From an optimization exercise on the open Yosys and OpenROAD flow, aimed at small area; shortcuts taken in it are not production practice. RTL that was checked went through simulation tests only; none was proved equivalent to the original. Power and IR drop assume default switching activity.

==> module indexed_sequence_store_core, before the edit <==
module indexed_sequence_store_core (
	input  logic        clk,
	input  logic        arst_n,
	input  logic        req_valid,
	output logic        req_ready,
	input  logic [2:0]  req_type,
	input  logic [4:0]  req_position,
	input  logic [31:0] req_data_in,
	output logic        rsp_valid,
	input  logic        rsp_ready,
	output logic [31:0] rsp_read_data,
	output logic [1:0]  rsp_status,
	output logic [4:0]  rsp_element_count
);
	logic [31:0] mem_q [16];
	logic [3:0]  perm_q [16];
	logic [4:0]  count_q;
	logic        valid_q;
	logic [1:0]  status_q;
	logic        rd_q;
	logic [3:0]  slot_q;
	logic        accept;
	logic        full, empty;
	logic        ins, rem, get, clr, dec;
	logic [1:0]  status_d;
	logic [3:0]  p;
	logic [3:0]  pslot;
	assign req_ready = !valid_q || rsp_ready;
	assign accept    = req_valid && req_ready;
	assign rsp_valid = valid_q;
	assign rsp_status = status_q;
	assign rsp_element_count = count_q;
	assign full  = count_q[4];
	assign empty = (count_q == 5'd0);
	always_comb begin
		ins      = 1'b0;
		rem      = 1'b0;
		get      = 1'b0;
		clr      = 1'b0;
		dec      = 1'b0;
		status_d = 2'd0;
		p        = req_position[3:0];
		case (req_type)
			3'd0: begin
				p = count_q[3:0];
				if (full) status_d = 2'd3; else ins = 1'b1;
			end
			3'd1: begin
				p = 4'd0;
				if (full) status_d = 2'd3; else ins = 1'b1;
			end
			3'd2: begin
				p = 4'd0;
				if (empty) status_d = 2'd1; else rem = 1'b1;
			end
			3'd3: begin
				if (empty) status_d = 2'd1; else dec = 1'b1;
			end
			3'd4: begin
				if (req_position > count_q) status_d = 2'd2;
				else if (full) status_d = 2'd3;
				else ins = 1'b1;
			end
			3'd5: begin
				if (req_position >= count_q) status_d = 2'd2; else rem = 1'b1;
			end
			3'd6: begin
				if (req_position >= count_q) status_d = 2'd2; else get = 1'b1;
			end
			default: clr = 1'b1;
		endcase
	end
	assign pslot = perm_q[p];
	always_ff @(posedge clk or negedge arst_n) begin
		if (!arst_n) begin
			valid_q <= 1'b0;
		end else if (accept) begin
			valid_q <= 1'b1;
		end else if (rsp_ready) begin
			valid_q <= 1'b0;
		end
	end
	always_ff @(posedge clk) begin
		if (accept) begin
			status_q <= status_d;
			rd_q     <= get;
			slot_q   <= pslot;
		end
	end
	always_ff @(posedge clk or negedge arst_n) begin
		if (!arst_n) begin
			count_q <= 5'd0;
		end else if (accept) begin
			if (clr) count_q <= 5'd0;
			else if (ins) count_q <= count_q + 5'd1;
			else if (rem || dec) count_q <= count_q - 5'd1;
		end
	end
	logic [15:0] sh_up, sh_dn, put, hold;
	logic [3:0]  ent [16];
	always_comb begin
		for (int i = 0; i < 16; i++) begin
			sh_up[i] = accept && ins && (i > int'(p));
			put[i]   = accept && ((ins && i == int'(p)) || (rem && i == 15));
			sh_dn[i] = accept && rem && i < 15 && (i >= int'(p));
			hold[i]  = !(sh_up[i] || sh_dn[i] || put[i]);
		end
	end
	for (genvar i = 0; i < 16; i++) begin : g_ent
		logic [3:0] from_lo, from_hi, from_new;
		assign from_lo  = (i > 0)  ? perm_q[(i+15)%16] : 4'd0;
		assign from_hi  = (i < 15) ? perm_q[(i+1)%16] : 4'd0;
		assign from_new = (i == 15) ? pslot : perm_q[15];
		assign ent[i] = (perm_q[i] & {4{hold[i]}}) | (from_new & {4{put[i]}})
		              | (from_lo & {4{sh_up[i]}}) | (from_hi & {4{sh_dn[i]}});
	end
	always_ff @(posedge clk or negedge arst_n) begin
		if (!arst_n) begin
			for (int i = 0; i < 16; i++) perm_q[i] <= 4'(i);
		end else begin
			for (int i = 0; i < 16; i++) perm_q[i] <= ent[i];
		end
	end
	always_ff @(posedge clk) begin
		for (int s = 0; s < 16; s++) begin
			if (accept && ins && perm_q[15] == 4'(s)) mem_q[s] <= req_data_in;
		end
	end
	always_comb begin
		rsp_read_data = 32'd0;
		for (int s = 0; s < 16; s++)
			if (rd_q && slot_q == 4'(s)) rsp_read_data = rsp_read_data | mem_q[s];
	end
endmodule
clock: 5.0 ns
lec_check: 0
cap_margin: 20
core_margin: 2
core_utilization: 60
cts_buf_list: sky130_fd_sc_hd__clkbuf_8
cts_cluster_diameter: 60
cts_cluster_size: 20
place_density: 0.75
slew_margin: 20
standard.sh (not shown) runs the stock make flow with config.mk's settings and CLKGATE_MAP_FILE= SYNTH_SCRIPT=/design/flow/synth_recipe.tcl, a recipe that flattens the netlist after the stock synthesis.
==> flow/flow/run.sh <==
#!/bin/bash
# Standard layout, with the port buffers made of the smallest buffer cell.
bash standard.sh "BUFFER_PORTS_ARGS=-buffer_cell sky130_fd_sc_hd__buf_1" finish > standard.log 2>&1
==> next run, changes <==
--- a/flow/design.v
+++ b/flow/design.v
@@ -133,29 +133,19 @@
 			else if (rem || dec) count_q <= count_q - 5'd1;
 		end
 	end
-	logic [15:0] sh_up, sh_dn, put, hold;
-	logic [3:0]  ent [16];
-	always_comb begin
-		for (int i = 0; i < 16; i++) begin
-			sh_up[i] = accept && ins && (i > int'(p));
-			put[i]   = accept && ((ins && i == int'(p)) || (rem && i == 15));
-			sh_dn[i] = accept && rem && i < 15 && (i >= int'(p));
-			hold[i]  = !(sh_up[i] || sh_dn[i] || put[i]);
-		end
-	end
-	for (genvar i = 0; i < 16; i++) begin : g_ent
-		logic [3:0] from_lo, from_hi, from_new;
-		assign from_lo  = (i > 0)  ? perm_q[(i+15)%16] : 4'd0;
-		assign from_hi  = (i < 15) ? perm_q[(i+1)%16] : 4'd0;
-		assign from_new = (i == 15) ? pslot : perm_q[15];
-		assign ent[i] = (perm_q[i] & {4{hold[i]}}) | (from_new & {4{put[i]}})
-		              | (from_lo & {4{sh_up[i]}}) | (from_hi & {4{sh_dn[i]}});
-	end
 	always_ff @(posedge clk or negedge arst_n) begin
 		if (!arst_n) begin
 			for (int i = 0; i < 16; i++) perm_q[i] <= 4'(i);
-		end else begin
-			for (int i = 0; i < 16; i++) perm_q[i] <= ent[i];
+		end else if (accept) begin
+			for (int i = 0; i < 16; i++) begin
+				if (ins) begin
+					if (i == int'(p)) perm_q[i] <= perm_q[15];
+					else if (i > int'(p)) perm_q[i] <= perm_q[i-1];
+				end else if (rem) begin
+					if (i == 15) perm_q[i] <= pslot;
+					else if (i >= int'(p)) perm_q[i] <= perm_q[i+1];
+				end
+			end
 		end
 	end
 	always_ff @(posedge clk) begin
What happened:
- The new run passed the timing, design-rule and antenna checks
- cell area climbs slightly
- setup slack gets better by 0.18 ns
- first-iteration DRC count falls by a little under a tenth
- combinational power rises by about a fifth
- clock-buffer cell count goes down by 1
- critical path depth decreases by 1
- synthesized cell count increases slightly
- clock power fell by a few percent
Function not checked in the second run of this note: the RTL went through the layout flow alone.

== before ==
The RTL this note starts from:
==> flow/design.v <==
package isq_pkg;
	localparam int CAPACITY   = 16;
	localparam int DATA_WIDTH = 32;
	localparam int IDX_W      = $clog2(CAPACITY);
	localparam int CNT_W      = $clog2(CAPACITY + 1);
	localparam int REQ_W    = 3;
	localparam int POS_W    = 5;
	localparam int WORD_W   = 32;
	localparam int STATUS_W = 2;
	localparam int COUNT_W  = 5;
	localparam logic [REQ_W-1:0] REQ_PUSH_BACK  = 3'd0;
	localparam logic [REQ_W-1:0] REQ_PUSH_FRONT = 3'd1;
	localparam logic [REQ_W-1:0] REQ_POP_FRONT  = 3'd2;
	localparam logic [REQ_W-1:0] REQ_POP_BACK   = 3'd3;
	localparam logic [REQ_W-1:0] REQ_INSERT     = 3'd4;
	localparam logic [REQ_W-1:0] REQ_REMOVE     = 3'd5;
	localparam logic [REQ_W-1:0] REQ_GET        = 3'd6;
	localparam logic [REQ_W-1:0] REQ_CLEAR      = 3'd7;
	localparam logic [STATUS_W-1:0] STS_OK    = 2'd0;
	localparam logic [STATUS_W-1:0] STS_EMPTY = 2'd1;
	localparam logic [STATUS_W-1:0] STS_RANGE = 2'd2;
	localparam logic [STATUS_W-1:0] STS_FULL  = 2'd3;
	localparam logic [1:0] OP_NONE  = 2'd0;
	localparam logic [1:0] OP_OPEN  = 2'd1;
	localparam logic [1:0] OP_CLOSE = 2'd2;
	localparam logic [1:0] OP_CLEAR = 2'd3;
	typedef struct packed {
		logic                  load;
		logic [1:0]            op;
		logic [IDX_W-1:0]      at;
		logic                  rd_en;
		logic [DATA_WIDTH-1:0] word;
	} isq_cmd_t;
	typedef struct packed {
		logic [CNT_W-1:0] count;
	} isq_sts_t;
endpackage
module indexed_sequence_store_core (
	input  logic        clk,
	input  logic        arst_n,
	input  logic        req_valid,
	output logic        req_ready,
	input  logic [2:0]  req_type,
	input  logic [4:0]  req_position,
	input  logic [31:0] req_data_in,
	output logic        rsp_valid,
	input  logic        rsp_ready,
	output logic [31:0] rsp_read_data,
	output logic [1:0]  rsp_status,
	output logic [4:0]  rsp_element_count
);
	logic [31:0] mem_q [16];
	logic [3:0]  perm_q [16];
	logic [4:0]  count_q;
	logic        valid_q;
	logic [1:0]  status_q;
	logic        rd_q;
	logic [3:0]  slot_q;
	logic        accept;
	logic        full, empty;
	logic        ins, rem, get, clr, dec;
	logic [1:0]  status_d;
	logic [3:0]  p;
	logic [3:0]  pslot;
	assign req_ready = !valid_q || rsp_ready;
	assign accept    = req_valid && req_ready;
	assign rsp_valid = valid_q;
	assign rsp_status = status_q;
	assign rsp_element_count = count_q;
	assign full  = count_q[4];
	assign empty = (count_q == 5'd0);
	always_comb begin
		ins      = 1'b0;
		rem      = 1'b0;
		get      = 1'b0;
		clr      = 1'b0;
		dec      = 1'b0;
		status_d = 2'd0;
		p        = req_position[3:0];
		case (req_type)
			3'd0: begin
				p = count_q[3:0];
				if (full) status_d = 2'd3; else ins = 1'b1;
			end
			3'd1: begin
				p = 4'd0;
				if (full) status_d = 2'd3; else ins = 1'b1;
			end
			3'd2: begin
				p = 4'd0;
				if (empty) status_d = 2'd1; else rem = 1'b1;
			end
			3'd3: begin
				if (empty) status_d = 2'd1; else dec = 1'b1;
			end
			3'd4: begin
				if (req_position > count_q) status_d = 2'd2;
				else if (full) status_d = 2'd3;
				else ins = 1'b1;
			end
			3'd5: begin
				if (req_position >= count_q) status_d = 2'd2; else rem = 1'b1;
			end
			3'd6: begin
				if (req_position >= count_q) status_d = 2'd2; else get = 1'b1;
			end
			default: clr = 1'b1;
		endcase
	end
	logic [15:0] pd, gt;
	always_comb begin
		for (int i = 0; i < 16; i++) pd[i] = (p == 4'(i));
		gt[0] = 1'b0;
		for (int i = 1; i < 16; i++) gt[i] = gt[i-1] | pd[i-1];
	end
	logic [63:0] perm_flat;
	always_comb begin
		for (int i = 0; i < 16; i++) perm_flat[4*i +: 4] = perm_q[i];
	end
	isq_pick16 u_pick (.tbl(perm_flat), .sel(pd), .y(pslot));
	always_ff @(posedge clk or negedge arst_n) begin
		if (!arst_n) begin
			valid_q <= 1'b0;
		end else if (accept) begin
			valid_q <= 1'b1;
		end else if (rsp_ready) begin
			valid_q <= 1'b0;
		end
	end
	always_ff @(posedge clk) begin
		if (accept) begin
			status_q <= status_d;
			rd_q     <= get;
			slot_q   <= pslot;
		end
	end
	always_ff @(posedge clk or negedge arst_n) begin
		if (!arst_n) begin
			count_q <= 5'd0;
		end else if (accept) begin
			if (clr) count_q <= 5'd0;
			else if (ins) count_q <= count_q + 5'd1;
			else if (rem || dec) count_q <= count_q - 5'd1;
		end
	end
	logic [15:0] sh_up, sh_dn, put, hold;
	logic [3:0]  ent [16];
	always_comb begin
		for (int i = 0; i < 16; i++) begin
			sh_up[i] = accept && ins && gt[i];
			put[i]   = accept && ((ins && pd[i]) || (rem && i == 15));
			sh_dn[i] = accept && rem && i < 15 && (gt[i] || pd[i]);
			hold[i]  = !(sh_up[i] || sh_dn[i] || put[i]);
		end
	end
	isq_sel3 u_sel_0 (
		.q  (perm_q[0]),  .h (hold[0]),
		.a  (perm_q[1]),  .ea (sh_dn[0]),
		.b  (perm_q[15]), .eb (put[0]),
		.y  (ent[0])
	);
	isq_sel3 u_sel_15 (
		.q  (perm_q[15]), .h (hold[15]),
		.a  (perm_q[14]), .ea (sh_up[15]),
		.b  (pslot),      .eb (put[15]),
		.y  (ent[15])
	);
	for (genvar i = 1; i < 15; i++) begin : g_ent
		isq_sel4 u_sel (
			.q  (perm_q[i]),   .h (hold[i]),
			.lo (perm_q[i-1]), .u (sh_up[i]),
			.hi (perm_q[i+1]), .d (sh_dn[i]),
			.nw (perm_q[15]),  .p (put[i]),
			.y  (ent[i])
		);
	end
	always_ff @(posedge clk or negedge arst_n) begin
		if (!arst_n) begin
			for (int i = 0; i < 16; i++) perm_q[i] <= 4'(i);
		end else begin
			for (int i = 0; i < 16; i++) perm_q[i] <= ent[i];
		end
	end
	logic [15:0] load_lo, keep_lo, load_hi, keep_hi;
	logic [31:0] mem_d [16];
	isq_wdec u_wdec_lo (.slot(perm_q[15]), .en(accept && ins), .load(load_lo), .keep(keep_lo));
	isq_wdec u_wdec_hi (.slot(perm_q[15]), .en(accept && ins), .load(load_hi), .keep(keep_hi));
	for (genvar s = 0; s < 16; s++) begin : g_slot
		isq_wsel u_wsel_lo (
			.q    (mem_q[s][15:0]),
			.keep (keep_lo[s]),
			.d    (req_data_in[15:0]),
			.load (load_lo[s]),
			.y    (mem_d[s][15:0])
		);
		isq_wsel u_wsel_hi (
			.q    (mem_q[s][31:16]),
			.keep (keep_hi[s]),
			.d    (req_data_in[31:16]),
			.load (load_hi[s]),
			.y    (mem_d[s][31:16])
		);
	end
	always_ff @(posedge clk) begin
		for (int s = 0; s < 16; s++) mem_q[s] <= mem_d[s];
	end
	logic [15:0]  rsel;
	logic [511:0] mem_flat;
	always_comb begin
		for (int i = 0; i < 16; i++) begin
			rsel[i] = rd_q && slot_q == 4'(i);
			mem_flat[32*i +: 32] = mem_q[i];
		end
	end
	isq_rdmux u_rd (.words(mem_flat), .sel(rsel), .y(rsp_read_data));
endmodule
module isq_sel4 (
	input  logic [3:0] q,
	input  logic       h,
	input  logic [3:0] lo,
	input  logic       u,
	input  logic [3:0] hi,
	input  logic       d,
	input  logic [3:0] nw,
	input  logic       p,
	output logic [3:0] y
);
	assign y = (q & {4{h}}) | (lo & {4{u}}) | (hi & {4{d}}) | (nw & {4{p}});
endmodule
module isq_sel3 (
	input  logic [3:0] q,
	input  logic       h,
	input  logic [3:0] a,
	input  logic       ea,
	input  logic [3:0] b,
	input  logic       eb,
	output logic [3:0] y
);
	assign y = (q & {4{h}}) | (a & {4{ea}}) | (b & {4{eb}});
endmodule
module isq_pick16 (
	input  logic [63:0] tbl,
	input  logic [15:0] sel,
	output logic [3:0]  y
);
	always_comb begin
		y = 4'd0;
		for (int i = 0; i < 16; i++) y = y | (tbl[4*i +: 4] & {4{sel[i]}});
	end
endmodule
module isq_rdmux (
	input  logic [511:0] words,
	input  logic [15:0]  sel,
	output logic [31:0]  y
);
	always_comb begin
		y = 32'd0;
		for (int i = 0; i < 16; i++) y = y | (words[32*i +: 32] & {32{sel[i]}});
	end
endmodule
module isq_wsel (
	input  logic [15:0] q,
	input  logic        keep,
	input  logic [15:0] d,
	input  logic        load,
	output logic [15:0] y
);
	assign y = (q & {16{keep}}) | (d & {16{load}});
endmodule
module isq_wdec (
	input  logic [3:0]  slot,
	input  logic        en,
	output logic [15:0] load,
	output logic [15:0] keep
);
	always_comb begin
		for (int s = 0; s < 16; s++) begin
			load[s] = en && slot == 4'(s);
			keep[s] = !load[s];
		end
	end
endmodule
==> flow/config.mk <==
export PLATFORM = sky130hd
export DESIGN_NAME = indexed_sequence_store_core
export DESIGN_NICKNAME = indexed_sequence_store_core
export VERILOG_FILES = /design/flow/design.v
export SDC_FILE = /design/flow/constraint.sdc
export NUM_CORES = 4
export LEC_CHECK = 0
export CAP_MARGIN = 20
export CORE_MARGIN = 2
export CORE_UTILIZATION = 75
export CTS_BUF_LIST = sky130_fd_sc_hd__clkbuf_8
export CTS_CLUSTER_DIAMETER = 55
export CTS_CLUSTER_SIZE = 18
export PLACE_DENSITY = 0.85
export SLEW_MARGIN = 20
export SYNTH_HIERARCHICAL = 1
export SYNTH_MINIMUM_KEEP_SIZE = 0
==> flow/constraint.sdc <==
create_clock -name core_clock -period 5.0 [get_ports {clk}]
set_input_delay 1.0000 -clock core_clock [delete_from_list [all_inputs] [get_ports {clk}]]
set_output_delay 1.0000 -clock core_clock [all_outputs]
set_load 0.01 [all_outputs]
==> flow/flow/run.sh <==
#!/bin/bash
# Standard layout, with the port buffers made of the smallest buffer cell
# and clock tree synthesis without dummy clock loads.
CTS="-sink_clustering_enable -repair_clock_nets -dont_use_dummy_load -sink_clustering_size 18 -sink_clustering_max_diameter 55 -buf_list sky130_fd_sc_hd__clkbuf_8"
bash standard.sh "BUFFER_PORTS_ARGS=-buffer_cell sky130_fd_sc_hd__buf_1" "CTS_ARGS=$CTS" finish > standard.log 2>&1
diff inputs: before => after
diff --git a/flow/design.v b/flow/design.v
--- a/flow/design.v
+++ b/flow/design.v
@@ -180,26 +180,23 @@
 		end else begin
 			for (int i = 0; i < 16; i++) perm_q[i] <= ent[i];
 		end
 	end
-	logic [15:0] load_lo, keep_lo, load_hi, keep_hi;
+	logic [15:0] we, keep;
 	logic [31:0] mem_d [16];
-	isq_wdec u_wdec_lo (.slot(perm_q[15]), .en(accept && ins), .load(load_lo), .keep(keep_lo));
-	isq_wdec u_wdec_hi (.slot(perm_q[15]), .en(accept && ins), .load(load_hi), .keep(keep_hi));
+	always_comb begin
+		for (int s = 0; s < 16; s++) begin
+			we[s]   = accept && ins && perm_q[15] == 4'(s);
+			keep[s] = !we[s];
+		end
+	end
 	for (genvar s = 0; s < 16; s++) begin : g_slot
-		isq_wsel u_wsel_lo (
-			.q    (mem_q[s][15:0]),
-			.keep (keep_lo[s]),
-			.d    (req_data_in[15:0]),
-			.load (load_lo[s]),
-			.y    (mem_d[s][15:0])
-		);
-		isq_wsel u_wsel_hi (
-			.q    (mem_q[s][31:16]),
-			.keep (keep_hi[s]),
-			.d    (req_data_in[31:16]),
-			.load (load_hi[s]),
-			.y    (mem_d[s][31:16])
+		isq_wsel u_wsel (
+			.q    (mem_q[s]),
+			.keep (keep[s]),
+			.d    (req_data_in),
+			.load (we[s]),
+			.y    (mem_d[s])
 		);
 	end
 	always_ff @(posedge clk) begin
 		for (int s = 0; s < 16; s++) mem_q[s] <= mem_d[s];
@@ -258,25 +255,12 @@
 		for (int i = 0; i < 16; i++) y = y | (words[32*i +: 32] & {32{sel[i]}});
 	end
 endmodule
 module isq_wsel (
-	input  logic [15:0] q,
+	input  logic [31:0] q,
 	input  logic        keep,
-	input  logic [15:0] d,
+	input  logic [31:0] d,
 	input  logic        load,
-	output logic [15:0] y
-);
-	assign y = (q & {16{keep}}) | (d & {16{load}});
-endmodule
-module isq_wdec (
-	input  logic [3:0]  slot,
-	input  logic        en,
-	output logic [15:0] load,
-	output logic [15:0] keep
-);
-	always_comb begin
-		for (int s = 0; s < 16; s++) begin
-			load[s] = en && slot == 4'(s);
-			keep[s] = !load[s];
-		end
-	end
-endmodule
+	output logic [31:0] y
+);
+	assign y = (q & {32{keep}}) | (d & {32{load}});
+endmodule
==> results.txt <==
Looking at first-iteration DRC count, after sits below before. Changes observed in after relative to before: setup slack ~0 delta, count of mapped cells out of synthesis -84, number of filler cells placed in the layout -154, share of power burned in the clock network -1.0 points.
Only the layout flow was run in before; the RTL was not checked for function there.

## re-timing with driven ports
The results above use ideal ports. As a check the final layouts listed here were re-extracted and re-timed, cells and wires unchanged.
Step 1 (the two cells are an assumption about what drives the block):
set clk [get_ports {clk}]
set_driving_cell -lib_cell sky130_fd_sc_hd__clkbuf_16 $clk
set_driving_cell -lib_cell sky130_fd_sc_hd__buf_2 [delete_from_list [all_inputs] $clk]
Step 2 adds t to the input delays and takes it off the output delays; t is the mean of the earliest and latest rising clock arrival at the registers after step 1. Input paths then give back, and output paths get back, about the clock's delay inside the block.
Three values: ideal, step 1, step 2; two values: the first two.
run	t, ns	slack for setup (ns)	worst hold slack (ns)	worst setup path at the end
the first run of note 1	0.691	0.520 / 0.466 / 0.841	0.518 / 0.514 / 0.518	input to register
the second run of note 1	0.677	0.701 / 0.651 / 0.934	0.419 / 0.391 / 0.540	input to register
before	0.655	0.634 / 0.583 / 0.384	0.475 / 0.445 / 0.491	input to register
after	0.623	0.637 / 0.585 / 0.607	0.489 / 0.489 / 0.489	input to register
After both steps every run listed still meets setup and hold. The setup slack of before, which loses most, moves by -0.051 ns with the drivers and by -0.250 ns with both steps.
